What follows belongs to an exercise in optimizing a design on an open flow for small area, a short achievable clock period and few clock cycles; a production flow would make more cautious choices.
Function was checked by simulation only, so behaviour that the tests miss may differ from the original.
Power figures rest on the tool's default switching activity, not on a simulated workload.

[flow/config.mk]
export PLATFORM = sky130hd
export DESIGN_NAME = cd_stat_accum
export DESIGN_NICKNAME = cd_stat_accum
export VERILOG_FILES = /design/flow/design.v
export SDC_FILE = /design/flow/constraint.sdc
export NUM_CORES = 4
export LEC_CHECK = 0
export CAP_MARGIN = 20
export CORE_MARGIN = 2
export CORE_UTILIZATION = 40
export CTS_BUF_LIST = sky130_fd_sc_hd__clkbuf_8 sky130_fd_sc_hd__clkbuf_16
export CTS_CLUSTER_DIAMETER = 100
export CTS_CLUSTER_SIZE = 30
export SLEW_MARGIN = 20
export SETUP_SLACK_MARGIN = 6.7
[flow/constraint.sdc]
create_clock -name core_clock -period 10.0 [get_ports {clk}]
set_input_delay 2.0000 -clock core_clock [delete_from_list [all_inputs] [get_ports {clk}]]
set_output_delay 2.0000 -clock core_clock [all_outputs]
set_load 0.01 [all_outputs]
[flow/design.v]
package rbm_pkg;
   localparam int ACC_W      = 32;
   localparam int ACC_FRAC   = 23;
   localparam int PROD_SHIFT = 7;
   typedef logic signed [15:0]      q1_15_t;
   typedef logic signed [ACC_W-1:0] q7_23_t;
   typedef logic signed [31:0]      q2_30_t;
   localparam q7_23_t SAT_MAX = 32'sh7FFF_FFFF;
   localparam q7_23_t SAT_MIN = 32'sh8000_0000;
   typedef logic [2:0] state_t;
   localparam state_t S_IDLE   = 3'd0;
   localparam state_t S_CLEAR  = 3'd1;
   localparam state_t S_LOAD_V = 3'd2;
   localparam state_t S_SWEEP  = 3'd3;
   localparam state_t S_DRAIN  = 3'd4;
   localparam state_t S_DONE   = 3'd5;
   typedef struct packed {
      q7_23_t sum;
      logic   sat;
   } sat_res_t;
   function automatic sat_res_t sat_add(input q7_23_t a, input q7_23_t b);
      logic signed [ACC_W:0] s;
      logic                  ov;
      s     = {a[ACC_W-1], a} + {b[ACC_W-1], b};
      ov    = (s[ACC_W] != s[ACC_W-1]);
      if (!ov) sat_add = {s[ACC_W-1:0], 1'b0};
      else     sat_add = {(s[ACC_W] ? SAT_MIN : SAT_MAX), 1'b1};
   endfunction
endpackage
module acc_mac_pipe (
   input  logic [15:0] v,
   input  logic [7:0]  one,
   input  logic [7:0]  two,
   input  logic [7:0]  neg,
   output logic [24:0] s_hi,
   output logic [24:0] c_hi,
   output logic        cin
);
   wire pp0_0 = ((one[0] & v[0]) | (two[0] & 1'b0)) ^ neg[0];
   wire pp0_1 = ((one[0] & v[1]) | (two[0] & v[0])) ^ neg[0];
   wire pp0_2 = ((one[0] & v[2]) | (two[0] & v[1])) ^ neg[0];
   wire pp0_3 = ((one[0] & v[3]) | (two[0] & v[2])) ^ neg[0];
   wire pp0_4 = ((one[0] & v[4]) | (two[0] & v[3])) ^ neg[0];
   wire pp0_5 = ((one[0] & v[5]) | (two[0] & v[4])) ^ neg[0];
   wire pp0_6 = ((one[0] & v[6]) | (two[0] & v[5])) ^ neg[0];
   wire pp0_7 = ((one[0] & v[7]) | (two[0] & v[6])) ^ neg[0];
   wire pp0_8 = ((one[0] & v[8]) | (two[0] & v[7])) ^ neg[0];
   wire pp0_9 = ((one[0] & v[9]) | (two[0] & v[8])) ^ neg[0];
   wire pp0_10 = ((one[0] & v[10]) | (two[0] & v[9])) ^ neg[0];
   wire pp0_11 = ((one[0] & v[11]) | (two[0] & v[10])) ^ neg[0];
   wire pp0_12 = ((one[0] & v[12]) | (two[0] & v[11])) ^ neg[0];
   wire pp0_13 = ((one[0] & v[13]) | (two[0] & v[12])) ^ neg[0];
   wire pp0_14 = ((one[0] & v[14]) | (two[0] & v[13])) ^ neg[0];
   wire pp0_15 = ((one[0] & v[15]) | (two[0] & v[14])) ^ neg[0];
   wire pp0_16 = ((one[0] & v[15]) | (two[0] & v[15])) ^ neg[0];
   wire nsg0 = ~pp0_16;
   wire pp1_0 = ((one[1] & v[0]) | (two[1] & 1'b0)) ^ neg[1];
   wire pp1_1 = ((one[1] & v[1]) | (two[1] & v[0])) ^ neg[1];
   wire pp1_2 = ((one[1] & v[2]) | (two[1] & v[1])) ^ neg[1];
   wire pp1_3 = ((one[1] & v[3]) | (two[1] & v[2])) ^ neg[1];
   wire pp1_4 = ((one[1] & v[4]) | (two[1] & v[3])) ^ neg[1];
   wire pp1_5 = ((one[1] & v[5]) | (two[1] & v[4])) ^ neg[1];
   wire pp1_6 = ((one[1] & v[6]) | (two[1] & v[5])) ^ neg[1];
   wire pp1_7 = ((one[1] & v[7]) | (two[1] & v[6])) ^ neg[1];
   wire pp1_8 = ((one[1] & v[8]) | (two[1] & v[7])) ^ neg[1];
   wire pp1_9 = ((one[1] & v[9]) | (two[1] & v[8])) ^ neg[1];
   wire pp1_10 = ((one[1] & v[10]) | (two[1] & v[9])) ^ neg[1];
   wire pp1_11 = ((one[1] & v[11]) | (two[1] & v[10])) ^ neg[1];
   wire pp1_12 = ((one[1] & v[12]) | (two[1] & v[11])) ^ neg[1];
   wire pp1_13 = ((one[1] & v[13]) | (two[1] & v[12])) ^ neg[1];
   wire pp1_14 = ((one[1] & v[14]) | (two[1] & v[13])) ^ neg[1];
   wire pp1_15 = ((one[1] & v[15]) | (two[1] & v[14])) ^ neg[1];
   wire pp1_16 = ((one[1] & v[15]) | (two[1] & v[15])) ^ neg[1];
   wire nsg1 = ~pp1_16;
   wire pp2_0 = ((one[2] & v[0]) | (two[2] & 1'b0)) ^ neg[2];
   wire pp2_1 = ((one[2] & v[1]) | (two[2] & v[0])) ^ neg[2];
   wire pp2_2 = ((one[2] & v[2]) | (two[2] & v[1])) ^ neg[2];
   wire pp2_3 = ((one[2] & v[3]) | (two[2] & v[2])) ^ neg[2];
   wire pp2_4 = ((one[2] & v[4]) | (two[2] & v[3])) ^ neg[2];
   wire pp2_5 = ((one[2] & v[5]) | (two[2] & v[4])) ^ neg[2];
   wire pp2_6 = ((one[2] & v[6]) | (two[2] & v[5])) ^ neg[2];
   wire pp2_7 = ((one[2] & v[7]) | (two[2] & v[6])) ^ neg[2];
   wire pp2_8 = ((one[2] & v[8]) | (two[2] & v[7])) ^ neg[2];
   wire pp2_9 = ((one[2] & v[9]) | (two[2] & v[8])) ^ neg[2];
   wire pp2_10 = ((one[2] & v[10]) | (two[2] & v[9])) ^ neg[2];
   wire pp2_11 = ((one[2] & v[11]) | (two[2] & v[10])) ^ neg[2];
   wire pp2_12 = ((one[2] & v[12]) | (two[2] & v[11])) ^ neg[2];
   wire pp2_13 = ((one[2] & v[13]) | (two[2] & v[12])) ^ neg[2];
   wire pp2_14 = ((one[2] & v[14]) | (two[2] & v[13])) ^ neg[2];
   wire pp2_15 = ((one[2] & v[15]) | (two[2] & v[14])) ^ neg[2];
   wire pp2_16 = ((one[2] & v[15]) | (two[2] & v[15])) ^ neg[2];
   wire nsg2 = ~pp2_16;
   wire pp3_0 = ((one[3] & v[0]) | (two[3] & 1'b0)) ^ neg[3];
   wire pp3_1 = ((one[3] & v[1]) | (two[3] & v[0])) ^ neg[3];
   wire pp3_2 = ((one[3] & v[2]) | (two[3] & v[1])) ^ neg[3];
   wire pp3_3 = ((one[3] & v[3]) | (two[3] & v[2])) ^ neg[3];
   wire pp3_4 = ((one[3] & v[4]) | (two[3] & v[3])) ^ neg[3];
   wire pp3_5 = ((one[3] & v[5]) | (two[3] & v[4])) ^ neg[3];
   wire pp3_6 = ((one[3] & v[6]) | (two[3] & v[5])) ^ neg[3];
   wire pp3_7 = ((one[3] & v[7]) | (two[3] & v[6])) ^ neg[3];
   wire pp3_8 = ((one[3] & v[8]) | (two[3] & v[7])) ^ neg[3];
   wire pp3_9 = ((one[3] & v[9]) | (two[3] & v[8])) ^ neg[3];
   wire pp3_10 = ((one[3] & v[10]) | (two[3] & v[9])) ^ neg[3];
   wire pp3_11 = ((one[3] & v[11]) | (two[3] & v[10])) ^ neg[3];
   wire pp3_12 = ((one[3] & v[12]) | (two[3] & v[11])) ^ neg[3];
   wire pp3_13 = ((one[3] & v[13]) | (two[3] & v[12])) ^ neg[3];
   wire pp3_14 = ((one[3] & v[14]) | (two[3] & v[13])) ^ neg[3];
   wire pp3_15 = ((one[3] & v[15]) | (two[3] & v[14])) ^ neg[3];
   wire pp3_16 = ((one[3] & v[15]) | (two[3] & v[15])) ^ neg[3];
   wire nsg3 = ~pp3_16;
   wire pp4_0 = ((one[4] & v[0]) | (two[4] & 1'b0)) ^ neg[4];
   wire pp4_1 = ((one[4] & v[1]) | (two[4] & v[0])) ^ neg[4];
   wire pp4_2 = ((one[4] & v[2]) | (two[4] & v[1])) ^ neg[4];
   wire pp4_3 = ((one[4] & v[3]) | (two[4] & v[2])) ^ neg[4];
   wire pp4_4 = ((one[4] & v[4]) | (two[4] & v[3])) ^ neg[4];
   wire pp4_5 = ((one[4] & v[5]) | (two[4] & v[4])) ^ neg[4];
   wire pp4_6 = ((one[4] & v[6]) | (two[4] & v[5])) ^ neg[4];
   wire pp4_7 = ((one[4] & v[7]) | (two[4] & v[6])) ^ neg[4];
   wire pp4_8 = ((one[4] & v[8]) | (two[4] & v[7])) ^ neg[4];
   wire pp4_9 = ((one[4] & v[9]) | (two[4] & v[8])) ^ neg[4];
   wire pp4_10 = ((one[4] & v[10]) | (two[4] & v[9])) ^ neg[4];
   wire pp4_11 = ((one[4] & v[11]) | (two[4] & v[10])) ^ neg[4];
   wire pp4_12 = ((one[4] & v[12]) | (two[4] & v[11])) ^ neg[4];
   wire pp4_13 = ((one[4] & v[13]) | (two[4] & v[12])) ^ neg[4];
   wire pp4_14 = ((one[4] & v[14]) | (two[4] & v[13])) ^ neg[4];
   wire pp4_15 = ((one[4] & v[15]) | (two[4] & v[14])) ^ neg[4];
   wire pp4_16 = ((one[4] & v[15]) | (two[4] & v[15])) ^ neg[4];
   wire nsg4 = ~pp4_16;
   wire pp5_0 = ((one[5] & v[0]) | (two[5] & 1'b0)) ^ neg[5];
   wire pp5_1 = ((one[5] & v[1]) | (two[5] & v[0])) ^ neg[5];
   wire pp5_2 = ((one[5] & v[2]) | (two[5] & v[1])) ^ neg[5];
   wire pp5_3 = ((one[5] & v[3]) | (two[5] & v[2])) ^ neg[5];
   wire pp5_4 = ((one[5] & v[4]) | (two[5] & v[3])) ^ neg[5];
   wire pp5_5 = ((one[5] & v[5]) | (two[5] & v[4])) ^ neg[5];
   wire pp5_6 = ((one[5] & v[6]) | (two[5] & v[5])) ^ neg[5];
   wire pp5_7 = ((one[5] & v[7]) | (two[5] & v[6])) ^ neg[5];
   wire pp5_8 = ((one[5] & v[8]) | (two[5] & v[7])) ^ neg[5];
   wire pp5_9 = ((one[5] & v[9]) | (two[5] & v[8])) ^ neg[5];
   wire pp5_10 = ((one[5] & v[10]) | (two[5] & v[9])) ^ neg[5];
   wire pp5_11 = ((one[5] & v[11]) | (two[5] & v[10])) ^ neg[5];
   wire pp5_12 = ((one[5] & v[12]) | (two[5] & v[11])) ^ neg[5];
   wire pp5_13 = ((one[5] & v[13]) | (two[5] & v[12])) ^ neg[5];
   wire pp5_14 = ((one[5] & v[14]) | (two[5] & v[13])) ^ neg[5];
   wire pp5_15 = ((one[5] & v[15]) | (two[5] & v[14])) ^ neg[5];
   wire pp5_16 = ((one[5] & v[15]) | (two[5] & v[15])) ^ neg[5];
   wire nsg5 = ~pp5_16;
   wire pp6_0 = ((one[6] & v[0]) | (two[6] & 1'b0)) ^ neg[6];
   wire pp6_1 = ((one[6] & v[1]) | (two[6] & v[0])) ^ neg[6];
   wire pp6_2 = ((one[6] & v[2]) | (two[6] & v[1])) ^ neg[6];
   wire pp6_3 = ((one[6] & v[3]) | (two[6] & v[2])) ^ neg[6];
   wire pp6_4 = ((one[6] & v[4]) | (two[6] & v[3])) ^ neg[6];
   wire pp6_5 = ((one[6] & v[5]) | (two[6] & v[4])) ^ neg[6];
   wire pp6_6 = ((one[6] & v[6]) | (two[6] & v[5])) ^ neg[6];
   wire pp6_7 = ((one[6] & v[7]) | (two[6] & v[6])) ^ neg[6];
   wire pp6_8 = ((one[6] & v[8]) | (two[6] & v[7])) ^ neg[6];
   wire pp6_9 = ((one[6] & v[9]) | (two[6] & v[8])) ^ neg[6];
   wire pp6_10 = ((one[6] & v[10]) | (two[6] & v[9])) ^ neg[6];
   wire pp6_11 = ((one[6] & v[11]) | (two[6] & v[10])) ^ neg[6];
   wire pp6_12 = ((one[6] & v[12]) | (two[6] & v[11])) ^ neg[6];
   wire pp6_13 = ((one[6] & v[13]) | (two[6] & v[12])) ^ neg[6];
   wire pp6_14 = ((one[6] & v[14]) | (two[6] & v[13])) ^ neg[6];
   wire pp6_15 = ((one[6] & v[15]) | (two[6] & v[14])) ^ neg[6];
   wire pp6_16 = ((one[6] & v[15]) | (two[6] & v[15])) ^ neg[6];
   wire nsg6 = ~pp6_16;
   wire pp7_0 = ((one[7] & v[0]) | (two[7] & 1'b0)) ^ neg[7];
   wire pp7_1 = ((one[7] & v[1]) | (two[7] & v[0])) ^ neg[7];
   wire pp7_2 = ((one[7] & v[2]) | (two[7] & v[1])) ^ neg[7];
   wire pp7_3 = ((one[7] & v[3]) | (two[7] & v[2])) ^ neg[7];
   wire pp7_4 = ((one[7] & v[4]) | (two[7] & v[3])) ^ neg[7];
   wire pp7_5 = ((one[7] & v[5]) | (two[7] & v[4])) ^ neg[7];
   wire pp7_6 = ((one[7] & v[6]) | (two[7] & v[5])) ^ neg[7];
   wire pp7_7 = ((one[7] & v[7]) | (two[7] & v[6])) ^ neg[7];
   wire pp7_8 = ((one[7] & v[8]) | (two[7] & v[7])) ^ neg[7];
   wire pp7_9 = ((one[7] & v[9]) | (two[7] & v[8])) ^ neg[7];
   wire pp7_10 = ((one[7] & v[10]) | (two[7] & v[9])) ^ neg[7];
   wire pp7_11 = ((one[7] & v[11]) | (two[7] & v[10])) ^ neg[7];
   wire pp7_12 = ((one[7] & v[12]) | (two[7] & v[11])) ^ neg[7];
   wire pp7_13 = ((one[7] & v[13]) | (two[7] & v[12])) ^ neg[7];
   wire pp7_14 = ((one[7] & v[14]) | (two[7] & v[13])) ^ neg[7];
   wire pp7_15 = ((one[7] & v[15]) | (two[7] & v[14])) ^ neg[7];
   wire pp7_16 = ((one[7] & v[15]) | (two[7] & v[15])) ^ neg[7];
   wire nsg7 = ~pp7_16;
   wire hs1 = pp0_10 ^ pp1_8;
   wire hc1 = pp0_10 & pp1_8;
   wire hs2 = pp0_11 ^ pp1_9;
   wire hc2 = pp0_11 & pp1_9;
   wire fs3 = pp0_12 ^ pp1_10 ^ pp2_8;
   wire fc3 = (pp0_12 & pp1_10) | (pp0_12 & pp2_8) | (pp1_10 & pp2_8);
   wire hs4 = pp3_6 ^ pp4_4;
   wire hc4 = pp3_6 & pp4_4;
   wire fs5 = pp0_13 ^ pp1_11 ^ pp2_9;
   wire fc5 = (pp0_13 & pp1_11) | (pp0_13 & pp2_9) | (pp1_11 & pp2_9);
   wire hs6 = pp3_7 ^ pp4_5;
   wire hc6 = pp3_7 & pp4_5;
   wire fs7 = pp0_14 ^ pp1_12 ^ pp2_10;
   wire fc7 = (pp0_14 & pp1_12) | (pp0_14 & pp2_10) | (pp1_12 & pp2_10);
   wire fs8 = pp3_8 ^ pp4_6 ^ pp5_4;
   wire fc8 = (pp3_8 & pp4_6) | (pp3_8 & pp5_4) | (pp4_6 & pp5_4);
   wire hs9 = pp6_2 ^ pp7_0;
   wire hc9 = pp6_2 & pp7_0;
   wire fs10 = pp0_15 ^ pp1_13 ^ pp2_11;
   wire fc10 = (pp0_15 & pp1_13) | (pp0_15 & pp2_11) | (pp1_13 & pp2_11);
   wire fs11 = pp3_9 ^ pp4_7 ^ pp5_5;
   wire fc11 = (pp3_9 & pp4_7) | (pp3_9 & pp5_5) | (pp4_7 & pp5_5);
   wire hs12 = pp6_3 ^ pp7_1;
   wire hc12 = pp6_3 & pp7_1;
   wire fs13 = pp0_16 ^ pp1_14 ^ pp2_12;
   wire fc13 = (pp0_16 & pp1_14) | (pp0_16 & pp2_12) | (pp1_14 & pp2_12);
   wire fs14 = pp3_10 ^ pp4_8 ^ pp5_6;
   wire fc14 = (pp3_10 & pp4_8) | (pp3_10 & pp5_6) | (pp4_8 & pp5_6);
   wire hs15 = pp6_4 ^ pp7_2;
   wire hc15 = pp6_4 & pp7_2;
   wire fs16 = pp0_16 ^ pp1_15 ^ pp2_13;
   wire fc16 = (pp0_16 & pp1_15) | (pp0_16 & pp2_13) | (pp1_15 & pp2_13);
   wire fs17 = pp3_11 ^ pp4_9 ^ pp5_7;
   wire fc17 = (pp3_11 & pp4_9) | (pp3_11 & pp5_7) | (pp4_9 & pp5_7);
   wire hs18 = pp6_5 ^ pp7_3;
   wire hc18 = pp6_5 & pp7_3;
   wire fs19 = nsg0 ^ nsg1 ^ pp2_14;
   wire fc19 = (nsg0 & nsg1) | (nsg0 & pp2_14) | (nsg1 & pp2_14);
   wire fs20 = pp3_12 ^ pp4_10 ^ pp5_8;
   wire fc20 = (pp3_12 & pp4_10) | (pp3_12 & pp5_8) | (pp4_10 & pp5_8);
   wire hs21 = pp6_6 ^ pp7_4;
   wire hc21 = pp6_6 & pp7_4;
   wire fs22 = 1'b1 ^ pp2_15 ^ pp3_13;
   wire fc22 = (1'b1 & pp2_15) | (1'b1 & pp3_13) | (pp2_15 & pp3_13);
   wire fs23 = pp4_11 ^ pp5_9 ^ pp6_7;
   wire fc23 = (pp4_11 & pp5_9) | (pp4_11 & pp6_7) | (pp5_9 & pp6_7);
   wire fs24 = nsg2 ^ pp3_14 ^ pp4_12;
   wire fc24 = (nsg2 & pp3_14) | (nsg2 & pp4_12) | (pp3_14 & pp4_12);
   wire hs25 = 1'b1 ^ pp3_15;
   wire hc25 = 1'b1 & pp3_15;
   wire hs26 = pp0_6 ^ pp1_4;
   wire hc26 = pp0_6 & pp1_4;
   wire hs27 = pp0_7 ^ pp1_5;
   wire hc27 = pp0_7 & pp1_5;
   wire fs28 = pp0_8 ^ pp1_6 ^ pp2_4;
   wire fc28 = (pp0_8 & pp1_6) | (pp0_8 & pp2_4) | (pp1_6 & pp2_4);
   wire hs29 = pp3_2 ^ pp4_0;
   wire hc29 = pp3_2 & pp4_0;
   wire fs30 = pp0_9 ^ pp1_7 ^ pp2_5;
   wire fc30 = (pp0_9 & pp1_7) | (pp0_9 & pp2_5) | (pp1_7 & pp2_5);
   wire hs31 = pp3_3 ^ pp4_1;
   wire hc31 = pp3_3 & pp4_1;
   wire fs32 = hs1 ^ pp2_6 ^ pp3_4;
   wire fc32 = (hs1 & pp2_6) | (hs1 & pp3_4) | (pp2_6 & pp3_4);
   wire fs33 = pp4_2 ^ pp5_0 ^ neg[5];
   wire fc33 = (pp4_2 & pp5_0) | (pp4_2 & neg[5]) | (pp5_0 & neg[5]);
   wire fs34 = hc1 ^ hs2 ^ pp2_7;
   wire fc34 = (hc1 & hs2) | (hc1 & pp2_7) | (hs2 & pp2_7);
   wire fs35 = pp3_5 ^ pp4_3 ^ pp5_1;
   wire fc35 = (pp3_5 & pp4_3) | (pp3_5 & pp5_1) | (pp4_3 & pp5_1);
   wire fs36 = hc2 ^ fs3 ^ hs4;
   wire fc36 = (hc2 & fs3) | (hc2 & hs4) | (fs3 & hs4);
   wire fs37 = pp5_2 ^ pp6_0 ^ neg[6];
   wire fc37 = (pp5_2 & pp6_0) | (pp5_2 & neg[6]) | (pp6_0 & neg[6]);
   wire fs38 = fc3 ^ hc4 ^ fs5;
   wire fc38 = (fc3 & hc4) | (fc3 & fs5) | (hc4 & fs5);
   wire fs39 = hs6 ^ pp5_3 ^ pp6_1;
   wire fc39 = (hs6 & pp5_3) | (hs6 & pp6_1) | (pp5_3 & pp6_1);
   wire fs40 = fc5 ^ hc6 ^ fs7;
   wire fc40 = (fc5 & hc6) | (fc5 & fs7) | (hc6 & fs7);
   wire fs41 = fs8 ^ hs9 ^ neg[7];
   wire fc41 = (fs8 & hs9) | (fs8 & neg[7]) | (hs9 & neg[7]);
   wire fs42 = fc7 ^ fc8 ^ hc9;
   wire fc42 = (fc7 & fc8) | (fc7 & hc9) | (fc8 & hc9);
   wire fs43 = fs10 ^ fs11 ^ hs12;
   wire fc43 = (fs10 & fs11) | (fs10 & hs12) | (fs11 & hs12);
   wire fs44 = fc10 ^ fc11 ^ hc12;
   wire fc44 = (fc10 & fc11) | (fc10 & hc12) | (fc11 & hc12);
   wire fs45 = fs13 ^ fs14 ^ hs15;
   wire fc45 = (fs13 & fs14) | (fs13 & hs15) | (fs14 & hs15);
   wire fs46 = fc13 ^ fc14 ^ hc15;
   wire fc46 = (fc13 & fc14) | (fc13 & hc15) | (fc14 & hc15);
   wire fs47 = fs16 ^ fs17 ^ hs18;
   wire fc47 = (fs16 & fs17) | (fs16 & hs18) | (fs17 & hs18);
   wire fs48 = fc16 ^ fc17 ^ hc18;
   wire fc48 = (fc16 & fc17) | (fc16 & hc18) | (fc17 & hc18);
   wire fs49 = fs19 ^ fs20 ^ hs21;
   wire fc49 = (fs19 & fs20) | (fs19 & hs21) | (fs20 & hs21);
   wire fs50 = fc19 ^ fc20 ^ hc21;
   wire fc50 = (fc19 & fc20) | (fc19 & hc21) | (fc20 & hc21);
   wire fs51 = fs22 ^ fs23 ^ pp7_5;
   wire fc51 = (fs22 & fs23) | (fs22 & pp7_5) | (fs23 & pp7_5);
   wire fs52 = fc22 ^ fc23 ^ fs24;
   wire fc52 = (fc22 & fc23) | (fc22 & fs24) | (fc23 & fs24);
   wire fs53 = pp5_10 ^ pp6_8 ^ pp7_6;
   wire fc53 = (pp5_10 & pp6_8) | (pp5_10 & pp7_6) | (pp6_8 & pp7_6);
   wire fs54 = fc24 ^ hs25 ^ pp4_13;
   wire fc54 = (fc24 & hs25) | (fc24 & pp4_13) | (hs25 & pp4_13);
   wire fs55 = pp5_11 ^ pp6_9 ^ pp7_7;
   wire fc55 = (pp5_11 & pp6_9) | (pp5_11 & pp7_7) | (pp6_9 & pp7_7);
   wire fs56 = hc25 ^ nsg3 ^ pp4_14;
   wire fc56 = (hc25 & nsg3) | (hc25 & pp4_14) | (nsg3 & pp4_14);
   wire fs57 = pp5_12 ^ pp6_10 ^ pp7_8;
   wire fc57 = (pp5_12 & pp6_10) | (pp5_12 & pp7_8) | (pp6_10 & pp7_8);
   wire fs58 = 1'b1 ^ pp4_15 ^ pp5_13;
   wire fc58 = (1'b1 & pp4_15) | (1'b1 & pp5_13) | (pp4_15 & pp5_13);
   wire hs59 = pp6_11 ^ pp7_9;
   wire hc59 = pp6_11 & pp7_9;
   wire fs60 = nsg4 ^ pp5_14 ^ pp6_12;
   wire fc60 = (nsg4 & pp5_14) | (nsg4 & pp6_12) | (pp5_14 & pp6_12);
   wire hs61 = 1'b1 ^ pp5_15;
   wire hc61 = 1'b1 & pp5_15;
   wire hs62 = pp0_4 ^ pp1_2;
   wire hc62 = pp0_4 & pp1_2;
   wire hs63 = pp0_5 ^ pp1_3;
   wire hc63 = pp0_5 & pp1_3;
   wire fs64 = hs26 ^ pp2_2 ^ pp3_0;
   wire fc64 = (hs26 & pp2_2) | (hs26 & pp3_0) | (pp2_2 & pp3_0);
   wire fs65 = hc26 ^ hs27 ^ pp2_3;
   wire fc65 = (hc26 & hs27) | (hc26 & pp2_3) | (hs27 & pp2_3);
   wire fs66 = hc27 ^ fs28 ^ hs29;
   wire fc66 = (hc27 & fs28) | (hc27 & hs29) | (fs28 & hs29);
   wire fs67 = fc28 ^ hc29 ^ fs30;
   wire fc67 = (fc28 & hc29) | (fc28 & fs30) | (hc29 & fs30);
   wire fs68 = fc30 ^ hc31 ^ fs32;
   wire fc68 = (fc30 & hc31) | (fc30 & fs32) | (hc31 & fs32);
   wire fs69 = fc32 ^ fc33 ^ fs34;
   wire fc69 = (fc32 & fc33) | (fc32 & fs34) | (fc33 & fs34);
   wire fs70 = fc34 ^ fc35 ^ fs36;
   wire fc70 = (fc34 & fc35) | (fc34 & fs36) | (fc35 & fs36);
   wire fs71 = fc36 ^ fc37 ^ fs38;
   wire fc71 = (fc36 & fc37) | (fc36 & fs38) | (fc37 & fs38);
   wire fs72 = fc38 ^ fc39 ^ fs40;
   wire fc72 = (fc38 & fc39) | (fc38 & fs40) | (fc39 & fs40);
   wire fs73 = fc40 ^ fc41 ^ fs42;
   wire fc73 = (fc40 & fc41) | (fc40 & fs42) | (fc41 & fs42);
   wire fs74 = fc42 ^ fc43 ^ fs44;
   wire fc74 = (fc42 & fc43) | (fc42 & fs44) | (fc43 & fs44);
   wire fs75 = fc44 ^ fc45 ^ fs46;
   wire fc75 = (fc44 & fc45) | (fc44 & fs46) | (fc45 & fs46);
   wire fs76 = fc46 ^ fc47 ^ fs48;
   wire fc76 = (fc46 & fc47) | (fc46 & fs48) | (fc47 & fs48);
   wire fs77 = fc48 ^ fc49 ^ fs50;
   wire fc77 = (fc48 & fc49) | (fc48 & fs50) | (fc49 & fs50);
   wire fs78 = fc50 ^ fc51 ^ fs52;
   wire fc78 = (fc50 & fc51) | (fc50 & fs52) | (fc51 & fs52);
   wire fs79 = fc52 ^ fc53 ^ fs54;
   wire fc79 = (fc52 & fc53) | (fc52 & fs54) | (fc53 & fs54);
   wire fs80 = fc54 ^ fc55 ^ fs56;
   wire fc80 = (fc54 & fc55) | (fc54 & fs56) | (fc55 & fs56);
   wire fs81 = fc56 ^ fc57 ^ fs58;
   wire fc81 = (fc56 & fc57) | (fc56 & fs58) | (fc57 & fs58);
   wire fs82 = fc58 ^ hc59 ^ fs60;
   wire fc82 = (fc58 & hc59) | (fc58 & fs60) | (hc59 & fs60);
   wire fs83 = fc60 ^ hs61 ^ pp6_13;
   wire fc83 = (fc60 & hs61) | (fc60 & pp6_13) | (hs61 & pp6_13);
   wire fs84 = hc61 ^ nsg5 ^ pp6_14;
   wire fc84 = (hc61 & nsg5) | (hc61 & pp6_14) | (nsg5 & pp6_14);
   wire hs85 = 1'b1 ^ pp6_15;
   wire hc85 = 1'b1 & pp6_15;
   wire hs86 = pp0_2 ^ pp1_0;
   wire hc86 = pp0_2 & pp1_0;
   wire hs87 = pp0_3 ^ pp1_1;
   wire hc87 = pp0_3 & pp1_1;
   wire fs88 = hs62 ^ pp2_0 ^ neg[2];
   wire fc88 = (hs62 & pp2_0) | (hs62 & neg[2]) | (pp2_0 & neg[2]);
   wire fs89 = hc62 ^ hs63 ^ pp2_1;
   wire fc89 = (hc62 & hs63) | (hc62 & pp2_1) | (hs63 & pp2_1);
   wire fs90 = hc63 ^ fs64 ^ neg[3];
   wire fc90 = (hc63 & fs64) | (hc63 & neg[3]) | (fs64 & neg[3]);
   wire fs91 = fc64 ^ fs65 ^ pp3_1;
   wire fc91 = (fc64 & fs65) | (fc64 & pp3_1) | (fs65 & pp3_1);
   wire fs92 = fc65 ^ fs66 ^ neg[4];
   wire fc92 = (fc65 & fs66) | (fc65 & neg[4]) | (fs66 & neg[4]);
   wire fs93 = fc66 ^ fs67 ^ hs31;
   wire fc93 = (fc66 & fs67) | (fc66 & hs31) | (fs67 & hs31);
   wire fs94 = fc67 ^ fs68 ^ fs33;
   wire fc94 = (fc67 & fs68) | (fc67 & fs33) | (fs68 & fs33);
   wire fs95 = fc68 ^ fs69 ^ fs35;
   wire fc95 = (fc68 & fs69) | (fc68 & fs35) | (fs69 & fs35);
   wire fs96 = fc69 ^ fs70 ^ fs37;
   wire fc96 = (fc69 & fs70) | (fc69 & fs37) | (fs70 & fs37);
   wire fs97 = fc70 ^ fs71 ^ fs39;
   wire fc97 = (fc70 & fs71) | (fc70 & fs39) | (fs71 & fs39);
   wire fs98 = fc71 ^ fs72 ^ fs41;
   wire fc98 = (fc71 & fs72) | (fc71 & fs41) | (fs72 & fs41);
   wire fs99 = fc72 ^ fs73 ^ fs43;
   wire fc99 = (fc72 & fs73) | (fc72 & fs43) | (fs73 & fs43);
   wire fs100 = fc73 ^ fs74 ^ fs45;
   wire fc100 = (fc73 & fs74) | (fc73 & fs45) | (fs74 & fs45);
   wire fs101 = fc74 ^ fs75 ^ fs47;
   wire fc101 = (fc74 & fs75) | (fc74 & fs47) | (fs75 & fs47);
   wire fs102 = fc75 ^ fs76 ^ fs49;
   wire fc102 = (fc75 & fs76) | (fc75 & fs49) | (fs76 & fs49);
   wire fs103 = fc76 ^ fs77 ^ fs51;
   wire fc103 = (fc76 & fs77) | (fc76 & fs51) | (fs77 & fs51);
   wire fs104 = fc77 ^ fs78 ^ fs53;
   wire fc104 = (fc77 & fs78) | (fc77 & fs53) | (fs78 & fs53);
   wire fs105 = fc78 ^ fs79 ^ fs55;
   wire fc105 = (fc78 & fs79) | (fc78 & fs55) | (fs79 & fs55);
   wire fs106 = fc79 ^ fs80 ^ fs57;
   wire fc106 = (fc79 & fs80) | (fc79 & fs57) | (fs80 & fs57);
   wire fs107 = fc80 ^ fs81 ^ hs59;
   wire fc107 = (fc80 & fs81) | (fc80 & hs59) | (fs81 & hs59);
   wire fs108 = fc81 ^ fs82 ^ pp7_10;
   wire fc108 = (fc81 & fs82) | (fc81 & pp7_10) | (fs82 & pp7_10);
   wire fs109 = fc82 ^ fs83 ^ pp7_11;
   wire fc109 = (fc82 & fs83) | (fc82 & pp7_11) | (fs83 & pp7_11);
   wire fs110 = fc83 ^ fs84 ^ pp7_12;
   wire fc110 = (fc83 & fs84) | (fc83 & pp7_12) | (fs84 & pp7_12);
   wire fs111 = fc84 ^ hs85 ^ pp7_13;
   wire fc111 = (fc84 & hs85) | (fc84 & pp7_13) | (hs85 & pp7_13);
   wire fs112 = hc85 ^ nsg6 ^ pp7_14;
   wire fc112 = (hc85 & nsg6) | (hc85 & pp7_14) | (nsg6 & pp7_14);
   wire hs113 = 1'b1 ^ pp7_15;
   wire hc113 = 1'b1 & pp7_15;
   wire [31:0] rs = {1'b1, hc113, fc112, fc111, fc110, fc109, fc108, fc107, fc106, fc105, fc104, fc103, fc102, fc101, fc100, fc99, fc98, fc97, fc96, fc95, fc94, fc93, fc92, fc91, fc90, fc89, fc88, hc87, hc86, hs86, pp0_1, pp0_0};
   wire [31:0] rc = {1'b0, nsg7, hs113, fs112, fs111, fs110, fs109, fs108, fs107, fs106, fs105, fs104, fs103, fs102, fs101, fs100, fs99, fs98, fs97, fs96, fs95, fs94, fs93, fs92, fs91, fs90, fs89, fs88, hs87, neg[1], 1'b0, neg[0]};
   wire [7:0]  low = {1'b0, rs[6:0]} + {1'b0, rc[6:0]};
   assign s_hi = rs[31:7];
   assign c_hi = rc[31:7];
   assign cin  = low[7];
endmodule
module cd_stat_accum
#(
   parameter int I_TILE = 64,
   parameter int H_TILE = 64,
   parameter int AW     = $clog2(I_TILE * H_TILE)
) (
   input  logic          clk,
   input  logic          rst,
   input  logic          clear,
   input  logic          v_valid,
   output logic          v_ready,
   input  logic [15:0]   v_data,
   input  logic          v_phase,
   input  logic          h_valid,
   output logic          h_ready,
   input  logic [15:0]   h_data,
   input  logic          h_last,
   output logic [AW-1:0] acc_rd_addr,
   output logic          acc_rd_bank,
   input  logic [31:0]   acc_rd_data,
   output logic [AW-1:0] acc_wr_addr,
   output logic [31:0]   acc_wr_data,
   output logic [1:0]    acc_wr_we,
   output logic          busy,
   output logic          done,
   output logic          sat_flag
);
   localparam logic [1:0] C_IDLE  = 2'd0;
   localparam logic [1:0] C_BATCH = 2'd1;
   localparam logic [1:0] C_CLEAR = 2'd2;
   logic [1:0]    cmd_q;
   logic [5:0]    c_q;         
   logic [5:0]    j_q;         
   logic [5:0]    vi_q;        
   logic          load_q;      
   logic          fused_q;     
   logic          row_q;       
   logic          ld_q;        
   logic          drain_q;     
   logic [7:0]    one_q, two_q, neg_q;    
   logic          hq_v, hq_last;
   logic          phase_q;
   logic [1023:0] ring;
   logic          vrdy_q, hrdy_q, busy_q, done_q, sat_q;
   logic          v1, v2, ph1, ph2, l1, l2, l3, clr2;
   logic [24:0]   s1, c1;
   logic          cin1;
   logic [24:0]   inc_q;
   logic [31:0]   rd_q;
   logic [31:0]   wd_q;
   logic [1:0]    we_q;
   logic [AW-1:0] wa_q;
   assign v_ready     = vrdy_q;
   assign h_ready     = hrdy_q;
   assign busy        = busy_q;
   assign done        = done_q;
   assign sat_flag    = sat_q;
   assign acc_rd_addr = {j_q, c_q};
   assign acc_rd_bank = phase_q;
   assign acc_wr_addr = wa_q;
   assign acc_wr_data = wd_q;
   assign acc_wr_we   = we_q;
   logic       v_acc, h_acc;
   logic       idle, batch, clr;
   logic       fuse_now, op0, rowdone, last_op, ends_load;
   logic [5:0] c_inc, j_inc, vi_inc;
   assign v_acc = v_valid & vrdy_q;
   assign h_acc = h_valid & hrdy_q;
   assign idle  = (cmd_q == C_IDLE);
   assign batch = (cmd_q == C_BATCH);
   assign clr   = (cmd_q == C_CLEAR);
   assign c_inc  = c_q + 6'd1;
   assign j_inc  = j_q + 6'd1;
   assign vi_inc = vi_q + 6'd1;
   assign fuse_now = (vi_q == 6'd1) ? hq_v : fused_q;
   assign op0      = batch & (row_q | (ld_q & fuse_now));
   assign ends_load = ld_q & fused_q & ~load_q & (vi_q == 6'd0);
   assign rowdone  = batch & (c_q == 6'd63) & (row_q | ends_load);
   assign last_op  = batch & row_q & (c_q == 6'd63) & hq_last;
   logic       load_n, drain_n, fused_n, hq_v_n, row_n, rdy_n, cons_n, cons_nv;
   logic [5:0] j_n;
   always_comb begin
      j_n     = j_q;
      load_n  = load_q;
      drain_n = drain_q;
      fused_n = fused_q;
      if (batch) begin
         if (ld_q & (vi_q == 6'd1)) fused_n = hq_v;
         if (rowdone) begin
            j_n = j_inc;
            if (row_q & (j_q == 6'd63)) begin
               if (hq_last) drain_n = 1'b1;
               else         load_n  = 1'b1;
            end
         end
         if (done_q) begin
            drain_n = 1'b0;
            j_n     = 6'd0;
            load_n  = 1'b1;
         end
      end
   end
   assign hq_v_n = hq_v & ~rowdone;
   assign row_n  = batch & ~done_q & ~load_n & ~drain_n;
   assign rdy_n  = idle ? ~clear :
                   clr  ? done_q :
                   (done_q | (~drain_q & ((c_q + 6'd2) == vi_q) &
                              (load_q | (row_q & (j_q == 6'd63) & ~hq_last & (c_q == 6'd62)))));
   assign cons_n  = batch & (c_q == 6'd62) & row_q;
   assign cons_nv = batch & (c_q == 6'd62) & (vi_q == 6'd63) & fused_q;
   always_ff @(posedge clk) begin
      if (rst) begin
         cmd_q   <= C_IDLE;
         c_q     <= 6'd63;
         j_q     <= '0;
         vi_q    <= '0;
         load_q  <= 1'b1;
         fused_q <= 1'b0;
         row_q   <= 1'b0;
         ld_q    <= 1'b0;
         drain_q <= 1'b0;
         hq_v    <= 1'b0;
         hq_last <= 1'b0;
         phase_q <= 1'b0;
         vrdy_q  <= 1'b0;
         hrdy_q  <= 1'b0;
         busy_q  <= 1'b0;
         done_q  <= 1'b0;
         sat_q   <= 1'b0;
      end else begin
         if (idle) begin
            if (clear)      cmd_q <= C_CLEAR;
            else if (v_acc) cmd_q <= C_BATCH;
         end else if (done_q) begin
            cmd_q <= C_IDLE;
         end
         busy_q <= idle ? (clear | v_acc) : ~done_q;
         if (idle | done_q) c_q <= v_acc ? 6'd0 : 6'd63;
         else               c_q <= c_inc;
         j_q     <= j_n;
         drain_q <= drain_n;
         fused_q <= fused_n;
         ld_q    <= v_acc;
         if (v_acc) begin
            vi_q   <= vi_inc;
            load_q <= (vi_q != 6'd63);
         end else begin
            vi_q   <= (batch & done_q) ? 6'd0 : vi_q;
            load_q <= load_n;
         end
         if (v_acc & (vi_q == 6'd0)) phase_q <= v_phase;
         if (h_acc) begin
            hq_v    <= 1'b1;
            hq_last <= h_last;
         end else begin
            hq_v    <= hq_v_n;
         end
         if (c_q == 6'd63) row_q <= row_n & (h_acc | hq_v_n);
         else if (batch & done_q) row_q <= 1'b0;
         vrdy_q <= v_acc ? (vi_q != 6'd63) : rdy_n;
         if (idle)
            hrdy_q <= ~clear & ~h_acc & ~hq_v;
         else if (batch & ~done_q & ~drain_n)
            hrdy_q <= h_acc ? (cons_n | (v_acc & cons_nv))
                            : (~hq_v_n | cons_n | (v_acc & cons_nv));
         else
            hrdy_q <= done_q & ~hq_v;
         done_q <= l3 | (clr & we_q[0] & (wa_q == {AW{1'b1}}));
         if (idle & clear)  sat_q <= 1'b0;
         else if (v2 & ovf) sat_q <= 1'b1;
      end
   end
   logic [16:0] hx;
   logic [7:0]  one_d, two_d, neg_d;
   assign hx = {h_data, 1'b0};
   always_comb begin
      for (int k = 0; k < 8; k++) begin
         neg_d[k] = hx[2*k+2];
         one_d[k] = hx[2*k+1] ^ hx[2*k];
         two_d[k] = (hx[2*k+2] & ~hx[2*k+1] & ~hx[2*k]) | (~hx[2*k+2] & hx[2*k+1] & hx[2*k]);
      end
   end
   always_ff @(posedge clk) begin
      if (h_acc) begin
         one_q <= one_d;
         two_q <= two_d;
         neg_q <= neg_d;
      end
      ring <= {ring[1007:0], v_acc ? v_data : ring[1023:1008]};
   end
   logic [24:0] s0, c0;
   logic        cin0;
   acc_mac_pipe u_mul (
      .v    (ring[15:0]),
      .one  (one_q),
      .two  (two_q),
      .neg  (neg_q),
      .s_hi (s0),
      .c_hi (c0),
      .cin  (cin0)
   );
   logic [24:0] lo;
   logic [7:0]  m_hi, hi_p, hi_m, r_hi;
   logic        up, dn, ovf;
   logic [31:0] res;
   assign lo   = {1'b0, rd_q[23:0]} + {1'b0, inc_q[23:0]};
   assign m_hi = rd_q[31:24];
   assign hi_p = m_hi + 8'd1;
   assign hi_m = m_hi - 8'd1;
   assign up   = lo[24] & ~inc_q[24];
   assign dn   = ~lo[24] & inc_q[24];
   assign r_hi = up ? hi_p : (dn ? hi_m : m_hi);
   assign ovf  = (up & (m_hi == 8'h7F)) | (dn & (m_hi == 8'h80));
   assign res  = ovf ? {m_hi[7], {31{~m_hi[7]}}} : {r_hi, lo[23:0]};
   always_ff @(posedge clk) begin
      s1    <= s0;
      c1    <= c0;
      cin1  <= cin0;
      inc_q <= clr ? 25'd0 : (s1 + c1 + {24'b0, cin1});
      rd_q  <= clr ? 32'd0 : acc_rd_data;
      wd_q  <= res;
   end
   always_ff @(posedge clk) begin
      if (rst) begin
         v1   <= 1'b0;
         v2   <= 1'b0;
         ph1  <= 1'b0;
         ph2  <= 1'b0;
         l1   <= 1'b0;
         l2   <= 1'b0;
         l3   <= 1'b0;
         we_q <= 2'b00;
         wa_q <= '0;
         clr2 <= 1'b0;
      end else begin
         v1   <= op0;
         ph1  <= phase_q;
         l1   <= last_op;
         v2   <= v1;
         ph2  <= ph1;
         l2   <= l1;
         l3   <= l2;
         clr2 <= clr & ~done_q;
         if (clr & ~done_q) we_q <= (we_q[0] & (wa_q == {AW{1'b1}})) ? 2'b00 : {2{clr2}};
         else                we_q <= v2 ? (ph2 ? 2'b10 : 2'b01) : 2'b00;
         wa_q <= wa_q + {{(AW-1){1'b0}}, |we_q};
      end
   end
endmodule
[flow/flow/run.sh]
#!/bin/bash
# Standard layout, with the timing repair steps asked for extra setup slack.
set -e
cp standard.sh standard_sh.txt
cp config.mk config_orig.mk
echo "export SETUP_SLACK_MARGIN = 6.7" >> config.mk
bash standard.sh > standard.log 2>&1
[flow/standard.sh]
#!/bin/bash
# synth_recipe.tcl (not shown) runs the flow's synth.tcl, then flattens the netlist and writes it again
# the make line also repeats each setting of config.mk as NAME=value (left out here)
make -C /OpenROAD-flow-scripts/flow DESIGN_CONFIG=/design/flow/config.mk WORK_HOME=/design/flow/orfs CLKGATE_MAP_FILE= SYNTH_SCRIPT=/design/flow/synth_recipe.tcl "${@:-finish}"
==> impl_results.md, run 1 <==
* Rel. slew slack at 48.2%
* Primary FF master, synth: dfxtp_1
* Clk latency of the worst-skew pair at 0.63 ns
* Crit path max-delay family: flip-flops
* Layout fillers at 7,682
* Reg power frac at 56.9%
* Post-synth top cells: dfxtp_1, a22oi_1, xnor2_1, inv_1, clkbuf_1
* Number of port buffers at 134
* CTS max path bufs at 3
* Max FO, Critical Path at 1
* Design area at 39,400 um2
* Clk network pwr share at 24.2%
* Synth top area share at 69.9%
* Pin count of the biggest net entering global routing at 52
* Top-count cell post-synth: dfxtp_1
* WL per Instance at 14.7 um
* Reg2Reg Capture Point: c1[10]$_DFF_P_
* TritonRoute pass-1 iters at 8
* GR Overflow Total at 0
* Crit path buf inv count at 1
* 1st-iter DRT viols at 1,019
* Mean post-synth cell area at 13.5 um2
* Setup slack, reg-to-reg at 6.83 ns
* Worst R2R Path Depth at 7
* Final setup TNS at 0 ns
* Rows at 108
* Post-DP HPWL at 38,000 um
* Critical Path Sink: acc_wr_data[1]
* Area leader, netlist: dfxtp_1
* Final hold vios at 0
* DRT antenna net count at 0
* Core area at 86,600 um2
* Synth Register Bits at 1,241
* CTS tree: yes
* Initial core utilization at 40.2%
* Die footprint at 89,500 um2
* Final Slew Violations at 0
* Int Pwr at 7060 uW
* Placed Area at 37,300 um2
* Max Freq at 308 MHz
* FFs w/ async S/R, synth at 0%
* Synth Instances at 2,580
* First-pass GRT wire length at 94,700 um
* Global placement routability congestion at 0.797
* Crit path from: wd_q[1]$_DFF_P_
* Req. time, crit path at 8.00 ns
* Worst hold path class: flop to flop
* Synth top area cells: dfxtp_1, fa_1, xnor2_1, ha_1, a22oi_1
* Max-cap violations at 0
* Vias/cell at 4.55
* Reg clk slew, reported paths at 0.10 ns
* Worst-Margin Slew at 0.776 ns
* Gr usage total at 12.9%
* Setup crit end kind: output pin
* Slowest stage delay, CP at 0.32 ns
* Outcome: complete, no violations
* Crit-path cells: dlygate4sd2_1
* Root Buffer: clkbuf_16
* Finished Core Util at 45.5%
* Netlist cell types at 66
* Switching power at 2560 uW
* N_diodes at 0
* Synth Net Count at 2,820
* Clock skew after layout at 0.0247 ns
* Proportion of layout cells with a drive suffix above 1 at 8.20%
* Slowest CP cell: dfxtp_1
* CP Depth at 1
* Max VDD drop at 0.000134 V
* R2r startpoint: ring[6]$_DFF_P_
* H-tree depth at 2
* CTS Buf Count at 49
* Cell area after synthesis at 34,900 um2
* YS warnings at 1
* Vias in the first global route at 18,000
* DRC at 0
* Leak at 0.0158 uW
* Critical path type: flop to output pin
* Fin Hold WS at 0.316 ns
* Switching Share at 26.6%
* Setup crit start kind: flop
* Die Ht at 299 um
* Pwr Density at 244 nW/um2
* Critical path arrival at 1.24 ns
* Post-synthesis sequential area ratio at 72.0%
* Width of the die at 299 um
* Fin crit period at 3.24 ns
* I/O pins at 135
* # setup viols final at 0
* RSZ-0062 raised after global routing: false
* Routed vias at 17,800
* Tcrit/Tclk final at 32.4%
* Hold_buf cts at 0
* Layout area overhead at 13.1%
* Logic pwr share at 18.9%
* Number of synthesized flops with an enable pin at 24
* Antenna violations before repair at 5
* Clock sinks at 1,241
* Post-Route WL at 57,700 um
* Post-layout nets at 2,984
## metrics by stage
step	total power (uW)	instances	setup slack, ns
finish	9610	3911	6.76
global route	10200	3911	6.70
CTS	9720	3889	6.61
detailed placement	7420	3774	5.83
global placement	7390	3773	5.80
floorplan	6830	2580	6.70
## cell usage in the layout, fill, tap and decap left out, drive strengths merged, types with 9 or more instances in the layout
master	netlist	final
dfxtp	1217	1217
a22oi	122	122
xnor2	119	119
inv	108	118
nand2	99	99
xor2	92	92
nor2	90	90
fa	86	86
buf	3	85
ha	83	83
o21ai	81	81
a21oi	72	72
clkdlybuf4s50	0	70
clkbuf	101	58
and2	41	41
clkdlybuf4s15	0	28
a21o	27	27
nand3	26	26
dlygate4sd2	0	25
edfxtp	24	24
nor3	16	16
nor2b	16	16
nand2b	15	15
nand4	13	13
or2	11	11
o21a	10	10
a31oi	9	9
nand3b	9	9
## worst min path at each step
stage / startpoint / endpoint / slack [ns] / cells after the start
2_1_floorplan: ring[984]$_DFF_P_ / ring[1000]$_DFF_P_ / 0.31 / 0
3_3_place_gp: ring[974]$_DFF_P_ / ring[990]$_DFF_P_ / 0.31 / 0
3_5_place_dp: ring[264]$_DFF_P_ / ring[280]$_DFF_P_ / 0.31 / 0
4_1_cts: ring[363]$_DFF_P_ / ring[379]$_DFF_P_ / 0.32 / 0
5_1_grt: ring[473]$_DFF_P_ / ring[489]$_DFF_P_ / 0.31 / 0
6_report: ring[363]$_DFF_P_ / ring[379]$_DFF_P_ / 0.32 / 0
## layer usage
| layer | global-route usage [%] | up-vias | share of wire [%] |
|---|---|---|---|
| met4 | 3.94 | 4 | 2.4 |
| met1 | 18.0 | 8594 | 47 |
| met3 | 2.45 | 90 | 5.3 |
| met5 | 0 | - | 0.057 |
| li1 | - | 8724 | - |
| met2 | 20.4 | 384 | 45 |
## sequential cells by signal, summed over array words and instances (netlist names), 2 cells and up
signal	flops
cmd_q	2
j_q	6
c_q	6
s1	24
we_q	2
neg_q	8
one_q	8
wd_q	32
c1	24
wa_q	12
ring	1024
rd_q	32
two_q	8
vi_q	6
inc_q	25
## power by group through the flow
stage | Clock (uW) | Combinational, uW | Sequential, uW
6_report | 2330 | 1820 | 5470
5_1_grt | 2600 | 2060 | 5510
4_1_cts | 2430 | 1810 | 5480
3_5_place_dp | 0 | 1810 | 5610
3_3_place_gp | 0 | 1780 | 5610
2_1_floorplan | 0 | 1280 | 5550
## cell type report
type | instances | area, um2 | area share, %
clock buffer | 49 | 1230 | 3.11
clock inverter | 14 | 170 | 0.432
inverter | 108 | 405 | 1.03
multi-input combinational | 1127 | 9000 | 22.8
sequential | 1241 | 25200 | 63.8
tap | 1155 | 1450 | 3.66
timing repair buffer | 217 | 2010 | 5.10
## logic make-up (layout without fill, tap and decap cells)
| kind of cell | count (synthesis) | after routing | share of synthesized area, % |
|---|---|---|---|
| flip-flops | 1241 | 1241 | 72.0 |
| AND/OR/NAND/NOR | 371 | 371 | 5.28 |
| AO/OA/AOI/OAI | 368 | 368 | 6.99 |
| buffers and inverters | 212 | 388 | 2.31 |
| XOR/XNOR | 211 | 211 | 5.30 |
| adder cells (fa/ha/maj) | 172 | 172 | 8.00 |
| multiplexers | 5 | 5 | 0.147 |
## what timing repair did
action                     4_1_cts  5_1_grt
setup endpoints to repair       89       85
resized for setup              139       46
setup buffers                   52       22
pin swaps                        0        1
Testbench counts, summed over its fixed seeds: cycles 294,972.
==> inputs of run 2 (changes only) <==
--- a/flow/flow/run.sh
+++ b/flow/flow/run.sh
@@ -5,3 +5,3 @@
 cp config.mk config_orig.mk
-echo "export SETUP_SLACK_MARGIN = 6.7" >> config.mk
+echo "export SETUP_SLACK_MARGIN = 6.85" >> config.mk
 bash standard.sh > standard.log 2>&1
--- a/flow/config.mk
+++ b/flow/config.mk
@@ -14,2 +14,2 @@
 export SLEW_MARGIN = 20
-export SETUP_SLACK_MARGIN = 6.7
+export SETUP_SLACK_MARGIN = 6.85
==> impl_results.md, run 2 <==
* Outcome: complete, no violations
* Largest regs: ring (1024), rd_q (32), wd_q (32)
* Vias in the first global route at 18,300
* Multi-input logic area at 9150 um2
* Pwr Density at 243 nW/um2
* CTS max path bufs at 3
* YS warnings at 1
* Critical path arrival at 1.13 ns
* Worst-Margin Slew at 0.776 ns
* Clock skew after layout at 0.0213 ns
* Crit path buf inv count at 1
* # setup viols final at 0
* Cell area after synthesis at 34,900 um2
* Rel. slew slack at 48.2%
* Number of synthesized flops with an enable pin at 24
* Worst Setup Slack, final at 6.87 ns
* Placed insts at 3,772
* Crit-path cells: buf_6
* GR Overflow Total at 0
* TritonRoute pass-1 iters at 5
* Clock sinks at 1,241
* Primary FF master, synth: dfxtp_1
* Leak at 0.0160 uW
* Rows at 108
* Root Buffer: clkbuf_16
* RSZ-0062 raised after global routing: true
* CTS tree: yes
* Req. time, crit path at 8.00 ns
* Synth Net Count at 2,820
* 1st-iter DRT viols at 1,037
* Max reg flops at 1,024
* DRC at 0
* Core area at 86,600 um2
* Area leader, netlist: dfxtp_1
* Fin Hold WS at 0.324 ns
* Fin crit period at 3.13 ns
* Tcrit/Tclk final at 31.3%
* Antenna violations before repair at 6
* Synth top area cells: dfxtp_1, fa_1, xnor2_1, ha_1, a22oi_1
* Slowest CP cell: dfxtp_4
* I/O pins at 135
* Die footprint at 89,500 um2
* Commonest non-fill, non-tap cell in the layout: dfxtp_1
* Post-synthesis sequential area ratio at 72.0%
* Vias/cell at 4.56
* Mean post-synth cell area at 13.5 um2
* Commonest cells after routing, fill and taps aside: dfxtp_1, xnor2_1, inv_1
* Post-Route WL at 58,200 um
* Max VDD drop at 0.000132 V
* Layout area overhead at 14.6%
* WL per Instance at 14.8 um
* Initial core utilization at 40.2%
* Netlist cell types at 66
* Post-DP HPWL at 37,900 um
* Gr usage total at 13.0%
* Proportion of layout cells with a drive suffix above 1 at 12.8%
* Final setup TNS at 0 ns
* Synth Instances at 2,580
* Pin count of the biggest net entering global routing at 52
* Setup crit start kind: flop
* Post-layout nets at 3,009
* Post-place setup slack at 5.85 ns
* CTS Buf Count at 49
* Max-cap violations at 0
* H-tree depth at 2
* Layout fillers at 7,596
* Slowest stage delay, CP at 0.38 ns
* Synth Register Bits at 1,241
* Top-count cell post-synth: dfxtp_1
* Post-synth top cells: dfxtp_1, a22oi_1, xnor2_1, inv_1, clkbuf_1
* First-pass GRT wire length at 95,200 um
* Setup crit end kind: output pin
* DRT antenna net count at 0
* Clk latency of the worst-skew pair at 0.64 ns
* Worst hold path class: flop to flop
* Max FO, Critical Path at 2
* Width of the die at 299 um
* FFs w/ async S/R, synth at 0%
* Critical path type: flop to output pin
* Routed vias at 17,900
* Register area at 25,200 um2
* Post-Layout Cell Count at 3,937
* Reg clk slew, reported paths at 0.12 ns
* Final Slew Violations at 0
* Die Ht at 299 um
* Global placement routability congestion at 0.788
* Final hold vios at 0
* Synth top area share at 69.9%
* Max Freq at 319 MHz
* Crit path max-delay family: flip-flops
* Largest Register: ring
* Number of port buffers at 134
-- run 2: worst paths after layout --
check                           cells past startpoint            startpoint  slack (ns)                end
worst min-delay path                                0     ring[361]$_DFF_P_        0.32  ring[377]$_DFF_P_
worst min register to register                      0     ring[361]$_DFF_P_        0.32  ring[377]$_DFF_P_
worst max register to register                      9    two_q[1]$_DFFE_PP_        6.89     c1[10]$_DFF_P_
worst max-delay path                                1  phase_q$_SDFFE_PP0P_        6.87        acc_rd_bank
-- run 2: power breakdown --
group	total [uW]	internal (uW)	switching (uW)
combinational	1830	826	1000
clock	2390	978	1420
sequential	5490	5340	149
-- run 2: metal layers --
metal  wire length [um]  vias up  global-route usage (%)
li1                   -     8779                       -
met1              27700     8744                    17.8
met2              26200      333                    20.8
met3               2880       88                    2.42
met4               1430        4                    3.83
met5                 16        -                       0
-- run 2: area by class of cell --
type / count / share of cell area, %
tap: 1155 / 3.62
timing repair buffer: 241 / 5.63
multi-input combinational: 1128 / 22.9
antenna: 1 / 0.00627
inverter: 108 / 1.01
sequential: 1241 / 63.1
clock buffer: 50 / 3.10
clock inverter: 13 / 0.570
-- run 2: repair_timing --
item | CTS | global route
gates cloned | 1 | 0
hold buffers | 0 | 0
endpoints found under the setup margin | 136 | 63
gates resized for setup | 370 | 66
pin swaps | 3 | 25
setup buffers | 88 | 12
hold endpoints to repair | 0 | 0
-- run 2: metrics by stage --
step                      instance area, um2  total power [uW]  util, %
final                                  39900              9710     46.1
after global placement                 37300              7380     43.1
after CTS                              39600              9790     45.7
after detailed placement               37300              7400     43.1
after floorplan                        34900              6830        -
after global routing                   39900             10300     46.1
-- run 2: logic make-up (layout without fill, tap and decap cells) --
group / Yosys count / count (layout) / share of synthesized area [%]
muxes: 5 / 5 / 0.147
other: 0 / 1 / 0
DFF: 1241 / 1241 / 72.0
AOI/OAI and AO/OA: 368 / 368 / 6.99
xor gates and xnor gates: 211 / 211 / 5.30
adders and majority gates: 172 / 172 / 8.00
buffers and inverters: 212 / 412 / 2.31
and+or+nand+nor: 371 / 372 / 5.28
==> inputs of run 3 (changes only) <==
==> flow/flow/run.sh (replaced) <==
#!/bin/bash
# Standard layout, with the timing repair steps asked for extra setup slack
# and plain buffers on the ports.
set -e
cp config.mk config_orig.mk
echo "export SETUP_SLACK_MARGIN = 7" >> config.mk
echo "export BUFFER_PORTS_ARGS = -buffer_cell sky130_fd_sc_hd__buf_2" >> config.mk
bash standard.sh > standard.log 2>&1
--- a/flow/config.mk
+++ b/flow/config.mk
@@ -14,2 +14,3 @@
 export SLEW_MARGIN = 20
-export SETUP_SLACK_MARGIN = 6.85
+export SETUP_SLACK_MARGIN = 7
+export BUFFER_PORTS_ARGS = -buffer_cell sky130_fd_sc_hd__buf_2
==> impl_results.md, run 3 <==
* Outcome: complete, no violations
* Clk latency of the worst-skew pair at 0.64 ns
* Switching power at 2650 uW
* First-pass GRT wire length at 97,300 um
* Max-cap violations at 0
* Clock sinks at 1,241
* Logic pwr share at 19.9%
* Setup slack, reg-to-reg at 6.86 ns
* DRT antenna net count at 0
* Area leader, netlist: dfxtp_1
* Synth Register Bits at 1,241
* Die footprint at 89,500 um2
* Global placement routability congestion at 0.805
* Number of port buffers at 134
* Initial core utilization at 40.2%
* Max VDD drop at 0.000146 V
* Setup crit start kind: flop
* Width of the die at 299 um
* Pin count of the biggest net entering global routing at 52
* Max FO, Critical Path at 4
* Root Buffer: clkbuf_16
* Clock skew after layout at 0.0268 ns
* Int Pwr at 7150 uW
* Final setup TNS at 0 ns
* YS warnings at 1
* Worst-Margin Slew at 0.936 ns
* Max reg flops at 1,024
* Vias in the first global route at 18,400
* Die Ht at 299 um
* Worst R2R Path Depth at 10
* Synth Net Count at 2,820
* Commonest non-fill, non-tap cell in the layout: dfxtp_1
* Post-DP HPWL at 38,300 um
* Post-synthesis sequential area ratio at 72.0%
* Leak at 0.0163 uW
* CTS tree: yes
* Post-layout nets at 3,045
* Synth Instances at 2,580
* 1st-iter DRT viols at 928
* Synth top area share at 69.9%
* Reg2Reg Capture Point: c1[9]$_DFF_P_
* Mean post-synth cell area at 13.5 um2
* H-tree depth at 2
* Critical path arrival at 3.66 ns
* Clk network pwr share at 24.0%
* Gr usage total at 13.4%
* Pwr Density at 243 nW/um2
* Reg power frac at 56.1%
* Vias/cell at 4.57
* # setup viols final at 0
* Final Slew Violations at 0
* Layout area overhead at 15.8%
* Switching Share at 27.0%
* Routed vias at 18,200
* Critical path type: flop to flop
* Post-place setup slack at 6.27 ns
* Reg clk slew, reported paths at 0.11 ns
* Rel. slew slack at 37.6%
* Setup crit end kind: flop
* Largest Register: ring
* Netlist cell types at 66
* Tcrit/Tclk final at 31.4%
* Critical Path Sink: c1[9]$_DFF_P_
* Hold_buf cts at 0
* Worst hold path class: flop to flop
* R2r startpoint: two_q[0]$_DFFE_PP_
* Crit path from: two_q[0]$_DFFE_PP_
* Fin Hold WS at 0.314 ns
* I/O pins at 135
* Total power at 9790 uW
* Worst Setup Slack, final at 6.86 ns
* M1 GR Usage at 18.4%
* Number of synthesized flops with an enable pin at 24
* Rows at 108
* Primary FF master, synth: dfxtp_1
* GR Overflow Total at 0
* Met3 usage at 2.52%
* FFs w/ async S/R, synth at 0%
* GRT met2 Usage at 21.4%
* Post-synth top cells: dfxtp_1, a22oi_1, xnor2_1, inv_1, clkbuf_1
* Synth top area cells: dfxtp_1, fa_1, xnor2_1, ha_1, a22oi_1
* Antenna violations before repair at 18
* WL per Instance at 15.2 um
* Max Freq at 319 MHz
* TritonRoute pass-1 iters at 5
* Post-Route WL at 60,600 um
* Req. time, crit path at 10.52 ns
* CTS max path bufs at 3
* Largest regs: ring (1024), rd_q (32), wd_q (32)
* Cell area after synthesis at 34,900 um2
* Core area at 86,600 um2
* Top-count cell post-synth: dfxtp_1
* Busiest grt layer: met2
* Final hold vios at 0
* DRC at 0
* Proportion of layout cells with a drive suffix above 1 at 19.0%
* Fin crit period at 3.14 ns
* Commonest cells after routing, fill and taps aside: dfxtp_1, buf_4, xnor2_1
* RSZ-0062 raised after global routing: true
* CTS Buf Count at 49
[run 3: cell types whose count changed in the layout (fill, tap and decap cells not counted), moves of 17 or more]
cell             before  now
buf_2                22   78
buf_4                94  111
buf_6                42   64
clkdlybuf4s50_1      70    0
fa_2                  3   25
fa_1                 83   61
[run 3: logic make-up (layout without fill, tap and decap cells)]
logic type | after synthesis | count (layout) | share of synthesized area [%]
other cells | 0 | 4 | 0
flops | 1241 | 1241 | 72.0
compound gates | 368 | 369 | 6.99
simple gates | 371 | 372 | 5.28
buf+inv | 212 | 450 | 2.31
fa+ha+maj | 172 | 172 | 8.00
mux | 5 | 5 | 0.147
xor+xnor | 211 | 211 | 5.30
[run 3: repair_timing]
item / 4_1_cts / 5_1_grt
setup endpoints to repair: 136 / 130
setup buffers: 119 / 15
pin swaps: 58 / 48
cloned: 3 / 0
gates resized for setup: 210 / 64
[run 3: per-stage QoR]
stage	utilization, %	instance area, um2	cells
6_report	46.6	40400	3979
5_1_grt	46.6	40400	3976
2_1_floorplan	-	35100	2580
3_5_place_dp	42.4	36700	3772
4_1_cts	46.2	40000	3960
3_3_place_gp	42.4	36700	3771
[run 3: power by group through the flow]
stage,combinational (uW),clock [uW],sequential [uW]
after floorplan,1290,0,5550
after detailed placement,1740,0,5610
final,1950,2350,5490
after CTS,1900,2440,5500
after global routing,2200,2610,5530
after global placement,1710,0,5610
[run 3: final cells by class]
cell class | count | area (um2)
diodes | 4 | 10.0
clock buffers | 50 | 1240
clock inverters | 16 | 183
fillers | 7597 | 46200
inverters | 108 | 405
multi-input cells | 1129 | 9460
flip-flops and latches | 1241 | 25200
well taps | 1155 | 1450
repair buffers | 276 | 2400
[run 3: per-layer routing]
layer  wire length, um  share of wire (%)
met5                80               0.13
met4              1670                2.8
met3              2730                4.5
met2             27200                 45
met1             28900                 48
[run 3: critical path, stage by stage, from the launching register on]
cell	delay, ns
edfxtp_1	0.49
buf_4	0.18
buf_4	0.12
a22oi_2	0.19
xnor2_2	0.09
fa_2	0.53
inv_2	0.05
fa_2	0.38
fa_2	0.52
inv_1	0.05
fa_1	0.42
[run 3: worst min path at each step]
stage	from	cells past startpoint	slack [ns]	to
floorplan	ring[984]$_DFF_P_	0	0.31	ring[1000]$_DFF_P_
global placement	ring[1004]$_DFF_P_	0	0.31	ring[1020]$_DFF_P_
detailed placement	ring[104]$_DFF_P_	0	0.31	ring[120]$_DFF_P_
CTS	ring[82]$_DFF_P_	0	0.31	ring[98]$_DFF_P_
global route	ring[82]$_DFF_P_	0	0.33	ring[98]$_DFF_P_
finish	ring[82]$_DFF_P_	0	0.31	ring[98]$_DFF_P_

==> what the ideal ports hide <==
The flow's constraints put no driver on any port. The routed layouts listed below were extracted and timed again, unchanged, in two steps.
Step 1: set_driving_cell puts a clkbuf_16 on clk and a buf_2 on each other input, an assumption about the parent block.
Step 2 also shifts input and output timing later by t, the mid clock arrival at the registers, as if the neighbouring blocks saw the same clock.
a / b / c = ideal ports / drivers / drivers and shift; a / b = the first two.
run | t, ns | setup WS [ns] | hold WS [ns]
run 1 | 0.681 | 6.756 / 6.692 / 6.199 | 0.316 / 0.316 / 0.316
run 2 | 0.696 | 6.865 / 6.802 / 6.318 | 0.324 / 0.324 / 0.324
run 3 | 0.688 | 6.860 / 6.826 / 6.593 | 0.314 / 0.314 / 0.314
After both steps setup and hold are still met in every run listed. For run 1, which loses most, drivers alone change the setup slack by -0.064 ns; drivers and shift together by -0.557 ns.
